What follows belongs to an exercise in optimizing a design on an open flow for small area, a short achievable clock period and few clock cycles per item; a production flow would make more cautious choices. Only simulation tests tie the RTL to the original design; equivalence was not proved. Power and IR drop assume default switching activity.

Design anchored_undo_stack_top, start of the top module:
module anchored_undo_stack_top (
  input  logic                      clk,
  input  logic                      rst,
  input  logic                      start,
  output logic                      busy,
  input  logic [2:0]                operation,
  input  logic [6:0]                in_col,
  input  logic [6:0]                in_row,
  input  logic signed [7:0]         in_value,
  input  logic signed [7:0]         in_mark,
  output logic                      done,
  output logic [1:0]                status,
  output logic [6:0]                out_col,
  output logic [6:0]                out_row,
  output logic signed [7:0]         out_value,
  output logic signed [7:0]         out_mark,
  output logic                      anchor_present,
  output logic                      is_empty,
  output logic [aus_pkg::CNT_W-1:0] fill_count
);
Size in the first run: about 6000 cells after synthesis, ~79 I/O pins.
clock: 7.0 ns
lec_check: 0
cap_margin: 20
core_margin: 2
core_utilization: 45
cts_cluster_diameter: 90
cts_cluster_size: 25
setup_slack_margin: 4.75
slew_margin: 20
synth_hierarchical: 1
run.sh (not shown) runs the stock make flow with config.mk's settings and CLKGATE_MAP_FILE= SYNTH_SCRIPT=/design/flow/synth_recipe.tcl, a recipe that flattens the netlist after the stock synthesis.
The starting point ran to the end with no violations.
Testbench counts at the start, summed over its fixed seeds: cycles 24,024, items 24,000.
Then changed:
--- a/flow/config.mk
+++ b/flow/config.mk
@@ -11,5 +11,5 @@
 export CTS_CLUSTER_DIAMETER = 90
 export CTS_CLUSTER_SIZE = 25
-export SETUP_SLACK_MARGIN = 4.75
+export SETUP_SLACK_MARGIN = 4.45
 export SLEW_MARGIN = 20
 export SYNTH_HIERARCHICAL = 1
Register-to-register slack loses 0.22 ns.
Routed wire length shrinks by 12%.
Non-clock buffer count shrinks by 213.
Final cell count shrinks by 3.5%.
Design area shrinks by 5.3%.
Then changed:
--- a/flow/config.mk
+++ b/flow/config.mk
@@ -11,5 +11,5 @@
 export CTS_CLUSTER_DIAMETER = 90
 export CTS_CLUSTER_SIZE = 25
-export SETUP_SLACK_MARGIN = 4.45
+export SETUP_SLACK_MARGIN = 4.6
 export SLEW_MARGIN = 20
 export SYNTH_HIERARCHICAL = 1
After rerunning:
- area after synthesis is unchanged
- die area stays the same
- worst hold slack improved by 0.0038 ns

========
## JK
Another version of the RTL of anchored_undo_stack_top (not shown whole).
Size in the first run: about 6,000 cells after synthesis.
## anchored_undo_stack_top
module anchored_undo_stack_top (
  input  logic                      clk,
  input  logic                      rst,
  input  logic                      start,
  output logic                      busy,
  input  logic [2:0]                operation,
  input  logic [6:0]                in_col,
  input  logic [6:0]                in_row,
  input  logic signed [7:0]         in_value,
  input  logic signed [7:0]         in_mark,
  output logic                      done,
  output logic [1:0]                status,
  output logic [6:0]                out_col,
  output logic [6:0]                out_row,
  output logic signed [7:0]         out_value,
  output logic signed [7:0]         out_mark,
  output logic                      anchor_present,
  output logic                      is_empty,
  output logic [aus_pkg::CNT_W-1:0] fill_count
);
  logic [aus_pkg::DEPTH-1:0] we_body;
  logic [aus_pkg::DEPTH-1:0] we_mark;
  logic [21:0]               wbody_enc;
  logic [7:0]                wmark_enc;
  logic [aus_pkg::DEPTH-1:0] rsel;
  logic [29:0]               rraw_a;
  logic [29:0]               rraw_b;
  logic                      phase;
  aus_ram #(
    .DEPTH  (aus_pkg::DEPTH),
    .BODY_W (22),
    .MARK_W (8)
  ) u_ram (
    .clk     (clk),
    .rst     (rst),
    .we_body (we_body),
    .we_mark (we_mark),
    .wbody_enc (wbody_enc),
    .wmark_enc (wmark_enc),
    .rsel    (rsel),
    .rraw_a  (rraw_a),
    .rraw_b  (rraw_b),
    .phase   (phase)
  );
  aus_ctrl u_ctrl (
    .clk            (clk),
    .rst            (rst),
    .start          (start),
    .busy           (busy),
    .operation      (operation),
    .in_col         (in_col),
    .in_row         (in_row),
    .in_value       (in_value),
    .in_mark        (in_mark),
    .we_body        (we_body),
    .we_mark        (we_mark),
    .wbody_enc      (wbody_enc),
    .wmark_enc      (wmark_enc),
    .rsel           (rsel),
    .rraw_a         (rraw_a),
    .rraw_b         (rraw_b),
    .phase          (phase),
  ...
Settings: LEC_CHECK=0, CAP_MARGIN=20, CORE_MARGIN=2, CORE_UTILIZATION=55, CTS_CLUSTER_DIAMETER=90, CTS_CLUSTER_SIZE=25, SETUP_SLACK_MARGIN=4.3, SLEW_MARGIN=20, SYNTH_HIERARCHICAL=1; clock period 7.0 ns.
JK completed; timing, DRC and antenna clean
Testbench counts of JK, summed over its fixed seeds: cycles 24,024, items 24,000.
[inputs] MS vs JK
Settings: CORE_UTILIZATION now 45, was 55.
[summary]
From JK to MS the numbers moved as follows: number of filler instances in the final layout higher, final wirelength now larger, sequential share of power comparable, post-layout instance count excluding filler cells shows an increase of 412, routability congestion estimate from global placement went down.
MS vs JK, effective utilization at floorplan went down by 10 points.
Measured against JK, the die area of MS comes out at 1.2 times the reference value.
Going from JK to MS, the met3 usage was found to have gone down by 1.9 points.

========
## old
anchored_undo_stack_top, a different RTL version from the one above (not shown whole).
Size in the first run: roughly 5,900 cells after synthesis.
clock: 7.0 ns
lec_check: 0
cap_margin: 20
core_margin: 2
core_utilization: 45
cts_cluster_diameter: 90
cts_cluster_size: 25
setup_slack_margin: 4.3
slew_margin: 20
synth_hierarchical: 1
Testbench counts of old, summed over its fixed seeds: cycles 24,024, items 24,000.
> inputs changed (old -> new)
-- flow/config.mk --
<<< old, line 10
export CORE_UTILIZATION = 45
export CTS_CLUSTER_DIAMETER = 90
export CTS_CLUSTER_SIZE = 25
export SETUP_SLACK_MARGIN = 4.3
>>> new, line 10
export CORE_UTILIZATION = 45
export CTS_CLUSTER_DIAMETER = 80
export CTS_CLUSTER_SIZE = 20
export SETUP_SLACK_MARGIN = 4.3
==> comparison <==
old → new: via count comparable; final non-filler cell total went up by 34.
Power attributed to the clock group (new / old): 1.11

## what the ideal ports hide
The flow's constraints put no driver on any port. The routed layouts listed below were extracted and timed again, unchanged, in two steps.
Step 1: set_driving_cell puts a clkbuf_16 on clk and a buf_2 on each other input, an assumption about the parent block.
Step 2 times the ports against the registers' clock, not the clock port: input delays grow and output delays shrink by t, the midpoint of the rising clock arrivals with the driver on.
Slacks: ideal / step 1 / step 2; pairs: ideal / step 1.
run | shift t [ns] | setup slack, ns | worst slew at a driven data input, ns
the first run of note 1 | 0.830 | 4.286 / 4.209 / 4.069 | 0.06
the second run of note 1 | 0.839 | 4.314 / 4.236 / 3.784 | 0.05
the third run of note 1 | 0.842 | 4.319 / 4.238 / 3.966 | 0.06
JK | 0.825 | 4.244 / 4.244 / 3.588 | 0.06
MS | 0.817 | 4.240 / 4.240 / 3.646 | 0.04
old | 0.841 | 4.109 / 4.109 / 3.685 | 0.04
new | 0.866 | 4.170 / 4.170 / 3.655 | 0.05
After both steps setup and hold are still met in every run listed. For JK, which loses most, drivers alone change the setup slack by 0.000 ns; drivers and shift together by -0.656 ns.
